This design comes from an exercise in tuning for small area on the open sky130 flow, not from production work. Function was checked by simulation only, so behaviour that the tests miss may differ from the original. No activity file was given, so power comes from the tool's default toggle rates.

run 1:
==> flow/design.v <==
package rvIsaPkg;
	typedef logic [31:0] wordT;
	typedef logic [31:0] addrT;
	typedef logic [4:0]  regIdxT;
	localparam logic [6:0] OpReg    = 7'b0110011;
	localparam logic [6:0] OpImm    = 7'b0010011;
	localparam logic [6:0] OpLoad   = 7'b0000011;
	localparam logic [6:0] OpStore  = 7'b0100011;
	localparam logic [6:0] OpBranch = 7'b1100011;
	localparam logic [6:0] OpJal    = 7'b1101111;
	localparam logic [2:0] Funct3Beq = 3'b000;
	localparam logic [2:0] Funct3Bne = 3'b001;
	localparam logic [2:0] Funct3Add = 3'b000;
	localparam logic [2:0] Funct3Slt = 3'b010;
	localparam logic [2:0] Funct3Xor = 3'b100;
	localparam logic [2:0] Funct3Or  = 3'b110;
	localparam logic [2:0] Funct3And = 3'b111;
	localparam int Funct7Sub = 5;
	typedef enum logic [2:0] {
		AluAdd,
		AluSub,
		AluAnd,
		AluOr,
		AluXor,
		AluSlt
	} aluOpT;
endpackage
package rvPipePkg;
	localparam logic [31:0]      ResetPc = 32'h0000_0000;
	localparam logic [31:0]      PcStep  = 32'd4;
	localparam logic [4:0] ZeroReg = 5'd0;
	typedef struct packed {
		logic            regWrite;
		logic            memRead;
		logic            memWrite;
		logic            aluImm;
		logic            aluPc;
		logic [2:0] aluOp;
	} ctrlT;
	typedef struct packed {
		ctrlT             ctrl;
		logic [31:0]      pc;
		logic [31:0]   rs1Val;
		logic [31:0]   rs2Val;
		logic [31:0]   imm;
		logic [4:0] rs1;
		logic [4:0] rs2;
		logic [4:0] rd;
	} decExT;
	typedef struct packed {
		logic [31:0]   aluOut;
		logic [31:0]   storeData;
		logic [4:0] rd;
		logic             regWrite;
		logic             memRead;
		logic             memWrite;
	} exMemT;
	typedef struct packed {
		logic             regWrite;
		logic [4:0] rd;
		logic [31:0]   data;
	} wbT;
endpackage
`timescale 1ns/1ps
module rvAlu (
	input  logic [31:0] opX,
	input  logic [31:0] opY,
	input  logic [2:0]  fn,
	input  logic        doSub,
	output logic [31:0] aluOut
);
	logic        sub, isSlt, keepP, keepC, keepG, lt;
	logic [31:0] y, p, g, gg, pp, c;
	assign isSlt = fn == 3'b010;
	assign sub   = doSub || isSlt;
	assign y     = opY ^ {32{sub}};
	assign p     = opX ^ y;
	assign g     = opX & y;
	always_comb begin
		gg = g;
		pp = p;
		gg[0] = g[0] | (p[0] & sub);
		for (int d = 1; d < 32; d = d * 2) begin
			for (int i = 2 * d - 1; i < 32; i = i + 2 * d) begin
				gg[i] = gg[i] | (pp[i] & gg[i - d]);
				pp[i] = pp[i] & pp[i - d];
			end
		end
		for (int d = 8; d >= 1; d = d / 2) begin
			for (int i = 3 * d - 1; i < 32; i = i + 2 * d) begin
				gg[i] = gg[i] | (pp[i] & gg[i - d]);
			end
		end
	end
	assign c = {gg[30:0], sub};
	assign keepC = fn == 3'b000 || isSlt;
	assign keepP = fn == 3'b000 || fn == 3'b100 || fn == 3'b110;
	assign keepG = fn == 3'b110 || fn == 3'b111;
	assign lt    = (opX[31] ^ opY[31]) ? opX[31] : (p[31] ^ c[31]);
	always_comb begin
		aluOut = ((p & {32{keepP}}) ^ (c & {32{keepC && !isSlt}})) | (g & {32{keepG}});
		aluOut[0] = aluOut[0] | (isSlt & lt);
	end
endmodule
`timescale 1ns/1ps
module rvCore (
	input  logic           clk,
	input  logic           rstN,
	input  rvIsaPkg::wordT InstrData,
	input  rvIsaPkg::wordT MemData,
	output rvIsaPkg::addrT PC,
	output rvIsaPkg::addrT RWAddress,
	output rvIsaPkg::wordT WriteData,
	output logic           MemRead,
	output logic           MemWrite
);
	localparam int NumRegs = 31;
	localparam int TapB    = 16;
	localparam logic [1:0] StFirst  = 2'd0;   
	localparam logic [1:0] StSecond = 2'd1;   
	localparam logic [1:0] StMem    = 2'd2;   
	localparam logic [1:0] StWb     = 2'd3;   
	logic [NumRegs*32-1:0] ring;
	logic [4:0]  cnt;       
	logic [1:0]  state;
	logic        go;        
	logic        selA;      
	logic        selB;      
	logic [31:0] acc;
	logic [29:0] pcHi;
	logic [31:0] ins;
	logic [4:0]  rs1, rs2, rd;
	logic [2:0]  f3;
	logic        isReg, isImm, isLoad, isStore, isBranch, isJal, wrRd;
	logic [1:0]  stateNext;
	logic [4:0]  cntNext, cntNextB, srcNext;
	logic        goNext, needSrc;
	logic [31:0] tap, opX, opY, imm, aluOut;
	logic        usePc, useAcc, useImm, useMem, doSub, taken, eqFlag;
	logic [2:0]  fn;
	assign ins = InstrData;
	assign rs1 = ins[19:15];
	assign rs2 = ins[24:20];
	assign rd  = ins[11:7];
	assign f3  = ins[14:12];
	assign isJal    = ins[2];
	assign isBranch = ins[6] & ~ins[2];
	assign isReg    = ins[5] & ins[4];
	assign isImm    = ~ins[5] & ins[4];
	assign isLoad   = ~ins[5] & ~ins[4];
	assign isStore  = ~ins[6] & ins[5] & ~ins[4];
	assign wrRd     = (isReg | isImm | isLoad | isJal) && rd != 5'd0;
	always_comb begin
		stateNext = state;
		if (go) begin
			case (state)
				StFirst:  stateNext = isLoad ? StMem : (isReg | isBranch | isStore) ? StSecond : StWb;
				StSecond: stateNext = StWb;
				StMem:    stateNext = StWb;
				default:  stateNext = StFirst;
			endcase
		end
	end
	assign cntNext  = (cnt == 5'(NumRegs)) ? 5'd1 : cnt + 5'd1;
	assign cntNextB = (cntNext > 5'(NumRegs - TapB)) ? cntNext - 5'(NumRegs - TapB)
		: cntNext + 5'(TapB);
	assign srcNext = (stateNext == StFirst) ? ((isReg | isBranch) ? rs2 : rs1)
		: (isStore ? rs2 : rs1);
	assign needSrc = (stateNext == StFirst && !isJal) || stateNext == StSecond;
	always_comb begin
		case (stateNext)
			StMem:   goNext = 1'b1;
			StWb:    goNext = !wrRd || rd == cntNext;
			default: goNext = !needSrc || srcNext == 5'd0 || srcNext == cntNext || srcNext == cntNextB;
		endcase
	end
	always_ff @(posedge clk) begin
		if (!rstN) begin
			cnt   <= 5'd1;
			state <= StFirst;
			go    <= 1'b0;
			selA  <= 1'b0;
			selB  <= 1'b0;
		end else begin
			cnt   <= cntNext;
			state <= stateNext;
			if (state == StWb && go) begin
				go   <= 1'b0;
				selA <= 1'b0;
				selB <= 1'b0;
			end else begin
				go   <= goNext;
				selA <= needSrc && srcNext != 5'd0 && srcNext == cntNext;
				selB <= needSrc && srcNext != 5'd0 && srcNext == cntNextB;
			end
		end
	end
	assign tap   = ({32{selA}} & ring[31:0]) | ({32{selB}} & ring[TapB*32 +: 32]);
	always_ff @(posedge clk) begin
		if (state == StSecond) eqFlag <= aluOut == 32'd0;
	end
	assign taken = eqFlag ^ f3[0];
	always_comb begin
		imm    = 32'd4;
		usePc  = 1'b0;
		useAcc = 1'b1;
		useImm = 1'b0;
		useMem = 1'b0;
		fn     = 3'b000;
		doSub  = 1'b0;
		case (state)
			StFirst: if (go) begin
				useAcc = 1'b0;
				if (isJal) begin
					usePc  = 1'b1;
					useImm = 1'b1;
				end else if (isImm || isLoad || isStore) begin
					useImm = 1'b1;
					imm    = isStore ? {{20{ins[31]}}, ins[31:25], ins[11:7]}
						: {{20{ins[31]}}, ins[31:20]};
					if (isImm) fn = f3;
				end
			end
			StSecond: if (go && !isStore) begin
				fn    = isBranch ? 3'b100 : f3;
				doSub = isReg && ins[30];
			end
			StMem: begin
				useAcc = 1'b0;
				useMem = 1'b1;
			end
			default: if (go) begin
				useAcc = 1'b0;
				usePc  = 1'b1;
				useImm = 1'b1;
				if (isJal) imm = {{11{ins[31]}}, ins[31], ins[19:12], ins[20], ins[30:21], 1'b0};
				else if (isBranch && taken)
					imm = {{19{ins[31]}}, ins[31], ins[7], ins[30:25], ins[11:8], 1'b0};
			end
		endcase
	end
	assign opX = tap | {usePc ? pcHi : 30'd0, 2'b00};
	assign opY = ({32{useAcc}} & acc) | ({32{useImm}} & imm) | ({32{useMem}} & MemData);
	rvAlu rvAlu_inst (.opX(opX), .opY(opY), .fn(fn), .doSub(doSub), .aluOut(aluOut));
	always_ff @(posedge clk) begin
		ring <= {(state == StWb && go && wrRd) ? acc : ring[31:0], ring[NumRegs*32-1:32]};
		acc  <= aluOut;
	end
	always_ff @(posedge clk) begin
		if (!rstN) pcHi <= 30'd0;
		else if (state == StWb && go) pcHi <= aluOut[31:2];
	end
	assign PC        = {pcHi, 2'b00};
	assign RWAddress = acc;
	assign WriteData = tap;
	assign MemRead   = state == StMem;
	assign MemWrite  = state == StSecond && go && isStore;
endmodule
export LEC_CHECK = 0
export CAP_MARGIN = 20
export CORE_MARGIN = 2
export CORE_UTILIZATION = 40
export CTS_BUF_LIST = sky130_fd_sc_hd__clkbuf_8
export CTS_CLUSTER_DIAMETER = 60
export CTS_CLUSTER_SIZE = 16
export PLACE_DENSITY = 0.6
export SLEW_MARGIN = 20
create_clock -name core_clock -period 7.0 [get_ports {clk}]
standard.sh (not shown) runs the stock make flow with config.mk's settings and CLKGATE_MAP_FILE= SYNTH_SCRIPT=/design/flow/synth_recipe.tcl, a recipe that flattens the netlist after the stock synthesis.
==> flow/flow/run.sh <==
#!/bin/bash
# Own layout flow: the standard flow (standard synthesis unchanged), with
# smaller port buffers and a clock tree without dummy loads. Each tool's output
# goes to a log file of its own here.
set -euo pipefail
export BUFFER_PORTS_ARGS="-buffer_cell sky130_fd_sc_hd__buf_1"
export CTS_ARGS="-sink_clustering_enable -repair_clock_nets -buf_list sky130_fd_sc_hd__clkbuf_8 -sink_clustering_size 16 -sink_clustering_max_diameter 60 -dont_use_dummy_load"
bash standard.sh synth > log_1_synth.txt 2>&1
bash standard.sh finish > log_2_layout.txt 2>&1
Run 1: flow completed, timing, DRC and antenna clean
Edits applied to the flow inputs when going from run 1 to run 2:
==> flow/run.sh (new file) <==
#!/bin/bash
# synth_recipe.tcl (not shown) runs the flow's synth.tcl, then flattens the netlist and writes it again
# the make line also repeats each setting of config.mk as NAME=value (left out here)
make -C /OpenROAD-flow-scripts/flow DESIGN_CONFIG=/design/flow/config.mk WORK_HOME=/design/flow/orfs CLKGATE_MAP_FILE= SYNTH_SCRIPT=/design/flow/synth_recipe.tcl finish
removed: flow/flow/run.sh
removed: flow/standard.sh
### Flow results
Detailed route, run 2 vs run 1: via total higher for run 2
[compare] base=run 1 new=run 2: clock period minus final worst setup slack -0.064 ns; post-route total power rose 500 uW.
## Diff of input files: run 3 against run 2
Settings: clearing CTS_CLUSTER_DIAMETER, which used to be 60; clearing CTS_CLUSTER_SIZE, which used to be 16; clearing CTS_BUF_LIST, which used to be sky130_fd_sc_hd__clkbuf_8.
==> flow/flow/run.sh (new file) <==
#!/bin/bash
# Own layout flow: the standard flow (standard synthesis unchanged), with
# smaller port buffers and a clock tree without dummy loads. Each tool's output
# goes to a log file of its own here.
set -euo pipefail
export BUFFER_PORTS_ARGS="-buffer_cell sky130_fd_sc_hd__buf_1"
export CTS_ARGS="-sink_clustering_enable -repair_clock_nets -buf_list sky130_fd_sc_hd__clkbuf_4 -sink_clustering_size 8 -sink_clustering_max_diameter 40 -dont_use_dummy_load"
bash standard.sh synth > log_1_synth.txt 2>&1
bash standard.sh finish > log_2_layout.txt 2>&1
==> flow/standard.sh (new file) <==
#!/bin/bash
# synth_recipe.tcl (not shown) runs the flow's synth.tcl, then flattens the netlist and writes it again
# the make line also repeats each setting of config.mk as NAME=value (left out here)
make -C /OpenROAD-flow-scripts/flow DESIGN_CONFIG=/design/flow/config.mk WORK_HOME=/design/flow/orfs CLKGATE_MAP_FILE= SYNTH_SCRIPT=/design/flow/synth_recipe.tcl "${@:-finish}"
removed: flow/run.sh
==> comparison <==
- Row cell count: run 3 higher / run 2 lower
- The leakage component of the power number comes out lower for run 3 vs run 2.
- Compared with run 2, number of clock buffers in the layout in run 3 increased by more than half.
- Per the comparison of run 3 with run 2, routed metal-1 wirelength has decreased; cell area reported after detailed placement has decreased; setup slack after layout has increased.
- Run 2 consumes more power than run 3.
The inputs of run 4 differ from those of run 3 as listed below.
-- flow/flow/run.sh --
<<< run 3, line 7
export CTS_ARGS="-sink_clustering_enable -repair_clock_nets -buf_list sky130_fd_sc_hd__clkbuf_4 -sink_clustering_size 8 -sink_clustering_max_diameter 40 -dont_use_dummy_load"
>>> run 4, line 7
export CTS_ARGS="-sink_clustering_enable -repair_clock_nets -buf_list sky130_fd_sc_hd__clkbuf_16 -sink_clustering_size 30 -sink_clustering_max_diameter 80 -dont_use_dummy_load"
--- outcome ---
- Run 4 ended up with a higher shortest clock period the worst path allows after layout than run 3 did.
- The clock power on run 4 is in line with that on run 3.
- Higher final non-filler cell total goes to run 3 over run 4.
- Run 4 falls short of run 3 in slack of the critical path.
- Run 3 -> run 4: standard cell area after detailed placement flat

## separate check: timing with driven ports
In the flow no input, the clock included, has a driving cell. The finished layouts below were timed again as built, in two steps.
Step 1 (the two cells are an assumption about what drives the block):
set clk [get_ports {clk}]
set_driving_cell -lib_cell sky130_fd_sc_hd__clkbuf_16 $clk
set_driving_cell -lib_cell sky130_fd_sc_hd__buf_2 [delete_from_list [all_inputs] $clk]
Step 2 moves the port delays by t, midway between the first and last clock arrival at a register: inputs arrive t later, outputs are due t later. That takes back most of the time a late clock gives input paths.
Three values: ideal ports, drivers, drivers and shift; two values: the first two.
| run | t (ns) | setup slack, ns | pins driven straight from the clock port |
|---|---|---|---|
| run 1 | 0.691 | 0.706 / 0.739 / 0.048 | 1 |
| run 2 | 0.734 | 0.770 / 0.801 / 0.067 | 1 |
| run 3 | 0.971 | 0.787 / 0.787 / 0.067 | 1 |
| run 4 | 0.618 | 0.684 / 0.719 / 0.101 | 1 |
After both steps setup and hold are still met in every run listed. The setup slack of run 3, which loses most, moves by 0.000 ns with the drivers and by -0.720 ns with both steps.
